What follows belongs to an exercise in optimizing a design on an open flow for small area; a production flow would make more cautious choices.
Where RTL was checked, it was by simulation tests only, not by an equivalence proof against the original.

==> inputs of run a <==
Design param_sync_fifo, start of the top module:
module param_sync_fifo #(
  parameter int WIDTH        = 128,
  parameter int DEPTH        = 16,
  parameter int ALM_FULL_TH  = DEPTH - 2,
  parameter int ALM_EMPTY_TH = 2,
  parameter int FWFT         = 0
) (
  input  logic                clk,
  input  logic                reset,
  input  logic                i_wren,
  input  logic [WIDTH-1:0]    i_wrdata,
  input  logic                i_rden,
  input  logic                i_clr_err,
  output logic [WIDTH-1:0]    o_rddata,
  output logic                o_full,
  output logic                o_empty,
  output logic                o_alm_full,
  output logic                o_alm_empty,
  output logic [$clog2(DEPTH+1)-1:0] o_count,
  output logic                o_overflow,
  output logic                o_underflow
);
  localparam int CW = $clog2(DEPTH + 1);
  logic [WIDTH-1:0] r_mem [DEPTH];
  logic [DEPTH-1:0] r_wr_sel;    
  logic [DEPTH-1:0] r_rd_sel;    
  logic [CW-1:0]    r_count;
  logic             r_full;
  logic             r_empty;
  logic             r_alm_full;
  logic             r_alm_empty;
  logic             r_overflow;
  logic             r_underflow;
  logic [WIDTH-1:0] r_rddata;
  logic             w_rd_acc;
  logic             w_wr_acc;
  logic [CW-1:0]    w_count_nxt;
  logic [WIDTH-1:0] w_rd_word;
  assign w_rd_acc = i_rden && !r_empty;
  assign w_wr_acc = i_wren && (!r_full || w_rd_acc);
  always_comb begin
  ...
==> module param_sync_fifo, before the edit <==
module param_sync_fifo #(
  parameter int WIDTH        = 128,
  parameter int DEPTH        = 16,
  parameter int ALM_FULL_TH  = DEPTH - 2,
  parameter int ALM_EMPTY_TH = 2,
  parameter int FWFT         = 0
) (
  input  logic                clk,
  input  logic                reset,
  input  logic                i_wren,
  input  logic [WIDTH-1:0]    i_wrdata,
  input  logic                i_rden,
  input  logic                i_clr_err,
  output logic [WIDTH-1:0]    o_rddata,
  output logic                o_full,
  output logic                o_empty,
  output logic                o_alm_full,
  output logic                o_alm_empty,
  output logic [$clog2(DEPTH+1)-1:0] o_count,
  output logic                o_overflow,
  output logic                o_underflow
);
  localparam int CW = $clog2(DEPTH + 1);
  logic [WIDTH-1:0] r_mem [DEPTH];
  logic [DEPTH-1:0] r_wr_sel;    
  logic [DEPTH-1:0] r_rd_sel;    
  logic [CW-1:0]    r_count;
  logic             r_full;
  logic             r_empty;
  logic             r_alm_full;
  logic             r_alm_empty;
  logic             r_overflow;
  logic             r_underflow;
  logic [WIDTH-1:0] r_rddata;
  logic             w_rd_acc;
  logic             w_wr_acc;
  logic [CW-1:0]    w_count_nxt;
  logic [WIDTH-1:0] w_rd_word;
  assign w_rd_acc = i_rden && !r_empty;
  assign w_wr_acc = i_wren && (!r_full || w_rd_acc);
  always_comb begin
    w_count_nxt = r_count;
    if (w_wr_acc && !w_rd_acc)
      w_count_nxt = r_count + CW'(1);
    else if (w_rd_acc && !w_wr_acc)
      w_count_nxt = r_count - CW'(1);
  end
  for (genvar i = 0; i < DEPTH; i++) begin : g_row
    always_ff @(posedge clk) begin
      if (w_wr_acc && r_wr_sel[i])
        r_mem[i] <= i_wrdata;
    end
  end
  always_comb begin
    w_rd_word = '0;
    for (int i = 0; i < DEPTH; i++)
      w_rd_word = w_rd_word | (r_mem[i] & {WIDTH{r_rd_sel[i]}});
  end
  always_ff @(posedge clk) begin
    if (reset) begin
      r_wr_sel    <= DEPTH'(1);
      r_rd_sel    <= DEPTH'(1);
      r_count     <= '0;
      r_full      <= 1'b0;
      r_empty     <= 1'b1;
      r_alm_full  <= 1'b0;
      r_alm_empty <= 1'b1;
      r_overflow  <= 1'b0;
      r_underflow <= 1'b0;
      r_rddata    <= '0;
    end else begin
      if (w_wr_acc)
        r_wr_sel <= {r_wr_sel[DEPTH-2:0], r_wr_sel[DEPTH-1]};
      if (w_rd_acc) begin
        r_rd_sel <= {r_rd_sel[DEPTH-2:0], r_rd_sel[DEPTH-1]};
        r_rddata <= w_rd_word;
      end
      r_count     <= w_count_nxt;
      r_full      <= (w_count_nxt == CW'(DEPTH));
      r_empty     <= (w_count_nxt == '0);
      r_alm_full  <= (w_count_nxt >= CW'(ALM_FULL_TH));
      r_alm_empty <= (w_count_nxt <= CW'(ALM_EMPTY_TH));
      if (i_wren && r_full && !w_rd_acc)
        r_overflow <= 1'b1;
      else if (i_clr_err)
        r_overflow <= 1'b0;
      if (i_rden && r_empty)
        r_underflow <= 1'b1;
      else if (i_clr_err)
        r_underflow <= 1'b0;
    end
  end
  assign o_rddata    = r_rddata;
  assign o_full      = r_full;
  assign o_empty     = r_empty;
  assign o_alm_full  = r_alm_full;
  assign o_alm_empty = r_alm_empty;
  assign o_count     = r_count;
  assign o_overflow  = r_overflow;
  assign o_underflow = r_underflow;
endmodule
Settings: LEC_CHECK=0, CAP_MARGIN=20, CORE_MARGIN=2, CORE_UTILIZATION=55, SLEW_MARGIN=20; clock period 3.2 ns.
standard.sh (not shown) runs the stock make flow with config.mk's settings and CLKGATE_MAP_FILE= SYNTH_SCRIPT=/design/flow/synth_recipe.tcl, a recipe that flattens the netlist after the stock synthesis.
==> flow/flow/run.sh <==
#!/bin/bash
# Own layout flow: the standard synthesis unchanged, then the standard ORFS
# steps with smaller port buffers, a leaner clock tree and no oversized
# repair buffers. Each tool's output goes to a log file in this folder.
set -euo pipefail
here=$(pwd)
bash standard.sh synth > "$here/synth.log" 2>&1

DU="$(cat flow/dont_use.txt)"
CTS="-sink_clustering_enable -repair_clock_nets -dont_use_dummy_load -buf_list sky130_fd_sc_hd__clkbuf_8 -sink_clustering_size 20 -sink_clustering_max_diameter 50"
bash standard.sh \
  "DONT_USE_CELLS=$DU" \
  "BUFFER_PORTS_ARGS=-buffer_cell sky130_fd_sc_hd__buf_1" \
  "CTS_ARGS=$CTS" \
  finish > "$here/layout.log" 2>&1
==> flow/flow/dont_use.txt <==
 sky130_fd_sc_hd__probe_p_8 sky130_fd_sc_hd__probec_p_8 sky130_fd_sc_hd__lpflow_bleeder_1 sky130_fd_sc_hd__lpflow_clkbufkapwr_1 sky130_fd_sc_hd__lpflow_clkbufkapwr_16 sky130_fd_sc_hd__lpflow_clkbufkapwr_2 sky130_fd_sc_hd__lpflow_clkbufkapwr_4 sky130_fd_sc_hd__lpflow_clkbufkapwr_8 sky130_fd_sc_hd__lpflow_clkinvkapwr_1 sky130_fd_sc_hd__lpflow_clkinvkapwr_16 sky130_fd_sc_hd__lpflow_clkinvkapwr_2 sky130_fd_sc_hd__lpflow_clkinvkapwr_4 sky130_fd_sc_hd__lpflow_clkinvkapwr_8 sky130_fd_sc_hd__lpflow_decapkapwr_12 sky130_fd_sc_hd__lpflow_decapkapwr_3 sky130_fd_sc_hd__lpflow_decapkapwr_4 sky130_fd_sc_hd__lpflow_decapkapwr_6 sky130_fd_sc_hd__lpflow_decapkapwr_8 sky130_fd_sc_hd__lpflow_inputiso0n_1 sky130_fd_sc_hd__lpflow_inputiso0p_1 sky130_fd_sc_hd__lpflow_inputiso1n_1 sky130_fd_sc_hd__lpflow_inputiso1p_1 sky130_fd_sc_hd__lpflow_inputisolatch_1 sky130_fd_sc_hd__lpflow_isobufsrc_1 sky130_fd_sc_hd__lpflow_isobufsrc_16 sky130_fd_sc_hd__lpflow_isobufsrc_2 sky130_fd_sc_hd__lpflow_isobufsrc_4 sky130_fd_sc_hd__lpflow_isobufsrc_8 sky130_fd_sc_hd__lpflow_isobufsrckapwr_16 sky130_fd_sc_hd__lpflow_lsbuf_lh_hl_isowell_tap_1 sky130_fd_sc_hd__lpflow_lsbuf_lh_hl_isowell_tap_2 sky130_fd_sc_hd__lpflow_lsbuf_lh_hl_isowell_tap_4 sky130_fd_sc_hd__lpflow_lsbuf_lh_isowell_4 sky130_fd_sc_hd__lpflow_lsbuf_lh_isowell_tap_1 sky130_fd_sc_hd__lpflow_lsbuf_lh_isowell_tap_2 sky130_fd_sc_hd__lpflow_lsbuf_lh_isowell_tap_4  sky130_fd_sc_hd__buf_6 sky130_fd_sc_hd__buf_8 sky130_fd_sc_hd__buf_12 sky130_fd_sc_hd__buf_16 sky130_fd_sc_hd__bufinv_8 sky130_fd_sc_hd__bufinv_16 sky130_fd_sc_hd__clkbuf_16 sky130_fd_sc_hd__bufbuf_8 sky130_fd_sc_hd__bufbuf_16 sky130_fd_sc_hd__inv_8 sky130_fd_sc_hd__inv_12 sky130_fd_sc_hd__inv_16 sky130_fd_sc_hd__dfxtp_4 sky130_fd_sc_hd__clkinv_8 sky130_fd_sc_hd__clkinv_16
==> run b: changes against run a <==
--- a/flow/design.v
+++ b/flow/design.v
@@ -47,13 +47,41 @@
   end
+  logic [DEPTH-1:0] w_row_we;
+  logic [DEPTH-1:0] w_row_keep;
+  assign w_row_we   = r_wr_sel & {DEPTH{w_wr_acc}};
+  assign w_row_keep = ~w_row_we;
   for (genvar i = 0; i < DEPTH; i++) begin : g_row
-    always_ff @(posedge clk) begin
-      if (w_wr_acc && r_wr_sel[i])
-        r_mem[i] <= i_wrdata;
+    logic [WIDTH-1:0] w_mem_nxt;
+    for (genvar b = 0; b < WIDTH; b++) begin : g_bit
+      fifo_ao22 u_hold (
+        .a1(i_wrdata[b]), .a2(w_row_we[i]),
+        .b1(r_mem[i][b]), .b2(w_row_keep[i]),
+        .y(w_mem_nxt[b])
+      );
     end
+    always_ff @(posedge clk)
+      r_mem[i] <= w_mem_nxt;
   end
-  always_comb begin
-    w_rd_word = '0;
-    for (int i = 0; i < DEPTH; i++)
-      w_rd_word = w_rd_word | (r_mem[i] & {WIDTH{r_rd_sel[i]}});
+  logic [DEPTH-1:0] w_rd_gate;
+  logic             w_hold;
+  assign w_rd_gate = r_rd_sel & {DEPTH{w_rd_acc && !reset}};
+  assign w_hold    = !w_rd_acc && !reset;
+  for (genvar b = 0; b < WIDTH; b++) begin : g_rd_bit
+    logic [4:0] w_grp_n;
+    for (genvar g = 0; g < 5; g++) begin : g_grp
+      fifo_aoi222 u_aoi (
+        .a1(r_mem[3*g][b]),   .a2(w_rd_gate[3*g]),
+        .b1(r_mem[3*g+1][b]), .b2(w_rd_gate[3*g+1]),
+        .c1(r_mem[3*g+2][b]), .c2(w_rd_gate[3*g+2]),
+        .y(w_grp_n[g])
+      );
+    end
+    fifo_rd_join u_join (
+      .grp_n(w_grp_n),
+      .a1(r_mem[15][b]), .a2(w_rd_gate[15]),
+      .b1(r_rddata[b]),  .b2(w_hold),
+      .y(w_rd_word[b])
+    );
   end
+  always_ff @(posedge clk)
+    r_rddata <= w_rd_word;
   always_ff @(posedge clk) begin
@@ -69,3 +97,2 @@
       r_underflow <= 1'b0;
-      r_rddata    <= '0;
     end else begin
@@ -75,3 +102,2 @@
         r_rd_sel <= {r_rd_sel[DEPTH-2:0], r_rd_sel[DEPTH-1]};
-        r_rddata <= w_rd_word;
       end
@@ -101 +127,20 @@
 endmodule
+module fifo_aoi222 (
+  input  logic a1, a2, b1, b2, c1, c2,
+  output logic y
+);
+  assign y = ~((a1 & a2) | (b1 & b2) | (c1 & c2));
+endmodule
+module fifo_rd_join (
+  input  logic [4:0] grp_n,
+  input  logic       a1, a2, b1, b2,
+  output logic       y
+);
+  assign y = ~&grp_n | (a1 & a2) | (b1 & b2);
+endmodule
+module fifo_ao22 (
+  input  logic a1, a2, b1, b2,
+  output logic y
+);
+  assign y = (a1 & a2) | (b1 & b2);
+endmodule
CORE_UTILIZATION = 65   (was 55)
SYNTH_HIERARCHICAL = 1   (was default)
==> run c: changes against run a <==
==> flow/run.sh (new file) <==
#!/bin/bash
# synth_recipe.tcl (not shown) runs the flow's synth.tcl, then flattens the netlist and writes it again
# the make line also repeats each setting of config.mk as NAME=value (left out here)
make -C /OpenROAD-flow-scripts/flow DESIGN_CONFIG=/design/flow/config.mk WORK_HOME=/design/flow/orfs CLKGATE_MAP_FILE= SYNTH_SCRIPT=/design/flow/synth_recipe.tcl finish
CTS_BUF_LIST = sky130_fd_sc_hd__clkbuf_16   (was default)
CTS_CLUSTER_DIAMETER = 60   (was default)
CTS_CLUSTER_SIZE = 30   (was default)
removed: flow/flow/run.sh
removed: flow/flow/dont_use.txt
removed: flow/standard.sh
==> run d: changes against run a <==
--- a/flow/design.v
+++ b/flow/design.v
@@ -22,6 +22,11 @@
 );
+  localparam int PW = (DEPTH > 1) ? $clog2(DEPTH) : 1;
   localparam int CW = $clog2(DEPTH + 1);
+  if (!(ALM_EMPTY_TH >= 0 && ALM_EMPTY_TH < ALM_FULL_TH && ALM_FULL_TH <= DEPTH && DEPTH >= 2
+        && WIDTH >= 1 && (FWFT == 0 || FWFT == 1))) begin : g_bad_params
+    $fatal(1, "param_sync_fifo: illegal parameter set");
+  end
   logic [WIDTH-1:0] r_mem [DEPTH];
-  logic [DEPTH-1:0] r_wr_sel;    
-  logic [DEPTH-1:0] r_rd_sel;    
+  logic [PW-1:0]    r_wr_ptr;
+  logic [PW-1:0]    r_rd_ptr;
   logic [CW-1:0]    r_count;
@@ -37,5 +42,8 @@
   logic [CW-1:0]    w_count_nxt;
-  logic [WIDTH-1:0] w_rd_word;
-  assign w_rd_acc = i_rden && !r_empty;
-  assign w_wr_acc = i_wren && (!r_full || w_rd_acc);
+  logic [PW-1:0]    w_wr_ptr_nxt;
+  logic [PW-1:0]    w_rd_ptr_nxt;
+  assign w_rd_acc     = i_rden && !r_empty;
+  assign w_wr_acc     = i_wren && (!r_full || w_rd_acc);
+  assign w_wr_ptr_nxt = (r_wr_ptr == PW'(DEPTH - 1)) ? '0 : r_wr_ptr + PW'(1);
+  assign w_rd_ptr_nxt = (r_rd_ptr == PW'(DEPTH - 1)) ? '0 : r_rd_ptr + PW'(1);
   always_comb begin
@@ -47,12 +55,5 @@
   end
-  for (genvar i = 0; i < DEPTH; i++) begin : g_row
-    always_ff @(posedge clk) begin
-      if (w_wr_acc && r_wr_sel[i])
-        r_mem[i] <= i_wrdata;
-    end
-  end
-  always_comb begin
-    w_rd_word = '0;
-    for (int i = 0; i < DEPTH; i++)
-      w_rd_word = w_rd_word | (r_mem[i] & {WIDTH{r_rd_sel[i]}});
+  always_ff @(posedge clk) begin
+    if (!reset && w_wr_acc)
+      r_mem[r_wr_ptr] <= i_wrdata;
   end
@@ -60,4 +61,4 @@
     if (reset) begin
-      r_wr_sel    <= DEPTH'(1);
-      r_rd_sel    <= DEPTH'(1);
+      r_wr_ptr    <= '0;
+      r_rd_ptr    <= '0;
       r_count     <= '0;
@@ -72,6 +73,6 @@
       if (w_wr_acc)
-        r_wr_sel <= {r_wr_sel[DEPTH-2:0], r_wr_sel[DEPTH-1]};
+        r_wr_ptr <= w_wr_ptr_nxt;
       if (w_rd_acc) begin
-        r_rd_sel <= {r_rd_sel[DEPTH-2:0], r_rd_sel[DEPTH-1]};
-        r_rddata <= w_rd_word;
+        r_rd_ptr <= w_rd_ptr_nxt;
+        r_rddata <= r_mem[r_rd_ptr];
       end
@@ -92,3 +93,7 @@
   end
-  assign o_rddata    = r_rddata;
+  if (FWFT != 0) begin : g_fwft
+    assign o_rddata = r_empty ? '0 : r_mem[r_rd_ptr];
+  end else begin : g_reg_read
+    assign o_rddata = r_rddata;
+  end
   assign o_full      = r_full;
==> flow/run.sh (new file) <==
#!/bin/bash
# synth_recipe.tcl (not shown) runs the flow's synth.tcl, then flattens the netlist and writes it again
# the make line also repeats each setting of config.mk as NAME=value (left out here)
make -C /OpenROAD-flow-scripts/flow DESIGN_CONFIG=/design/flow/config.mk WORK_HOME=/design/flow/orfs CLKGATE_MAP_FILE= SYNTH_SCRIPT=/design/flow/synth_recipe.tcl finish
CORE_UTILIZATION = 40   (was 55)
removed: flow/flow/run.sh
removed: flow/flow/dont_use.txt
removed: flow/standard.sh
==> qor summary <==
metric	run b	run d	run c	run a
Cell depth of the worst flop-to-flop path	7	7	5	7
Share of post-route cells with drive strength above 1	7.603%	24.47%	10.51%	11.16%
Synth Warn #	9	1	2	2
Slack of the worst reg-to-reg path	-0.03 ns	0.62 ns	0.62 ns	0.19 ns
Worst Hold Endpoint	r_overflow	r_overflow	r_wr_sel[9]	r_empty
TNS Setup	-0.04566 ns	0 ns	0 ns	0 ns
Simple-gate share of the synthesized area	3.386%	1.024%	3.063%	3.063%
Crit Path Max Fanout	42	2	36	15
Portion of netlist area occupied by mux cells	0%	16.83%	0%	0%
GR met2 Demand/Resource	61.42%	27.87%	48.15%	49.15%
WP depth	7	1	5	7
Final weighted congestion in routability-driven placement	0.8715	0.7456	0.7844	0.8222
Outcome	finished with violations	timing/DRC/antenna clean	timing/DRC/antenna clean	timing/DRC/antenna clean
Layout check failures	setup timing	-	-	-
Starting density of the core	65.70%	40.16%	55.52%	55.52%
Detailed placement HPWL	148,800 um	113,800 um	118,000 um	140,400 um
GR met3 Demand/Resource	8.709%	3.464%	5.918%	5.593%
Final hold slack	0.2613 ns	0.4097 ns	0.4595 ns	0.2003 ns
Die outline width	338.7 um	456.7 um	379.5 um	379.5 um
Worst supply voltage drop on vdd	0.4231 mV	0.5243 mV	0.4379 mV	0.3608 mV
Layout Cell Area excl Fill	80,220 sq um	97,430 sq um	89,400 sq um	84,750 sq um
Number of placed instances, taps included	7,711	6,590	6,267	6,467
Seq/Total Area, Yosys	61.01%	78.60%	83.70%	83.70%
Only the layout flow was run in run d; the RTL was not checked for function there.

-- separate check: timing with driven ports --
In the flow no input, the clock included, has a driving cell. The finished layouts below were timed again as built, in two steps. Step 1: set_driving_cell puts a clkbuf_16 on clk and a buf_2 on each other input, an assumption about the parent block. Step 2 also shifts input and output timing later by t, the mid clock arrival at the registers, as if the neighbouring blocks saw the same clock. a / b / c = ideal ports / drivers / drivers and shift; a / b = the first two.
| run | t (ns) | setup WS [ns] | slew at the worst register clock pin (ns) |
|---|---|---|---|
| run a | 0.980 | 0.186 / 0.186 / 0.096 | 0.12 / 0.12 |
| run b | 0.950 | -0.028 / -0.028 / -0.402 | 0.12 / 0.12 |
| run c | 0.875 | 0.624 / 0.560 / 0.028 | 0.10 / 0.10 |
| run d | 0.919 | 0.399 / 0.319 / 0.084 | 0.07 / 0.07 |
For run c, which loses most, drivers alone change the setup slack by -0.064 ns; drivers and shift together by -0.596 ns.
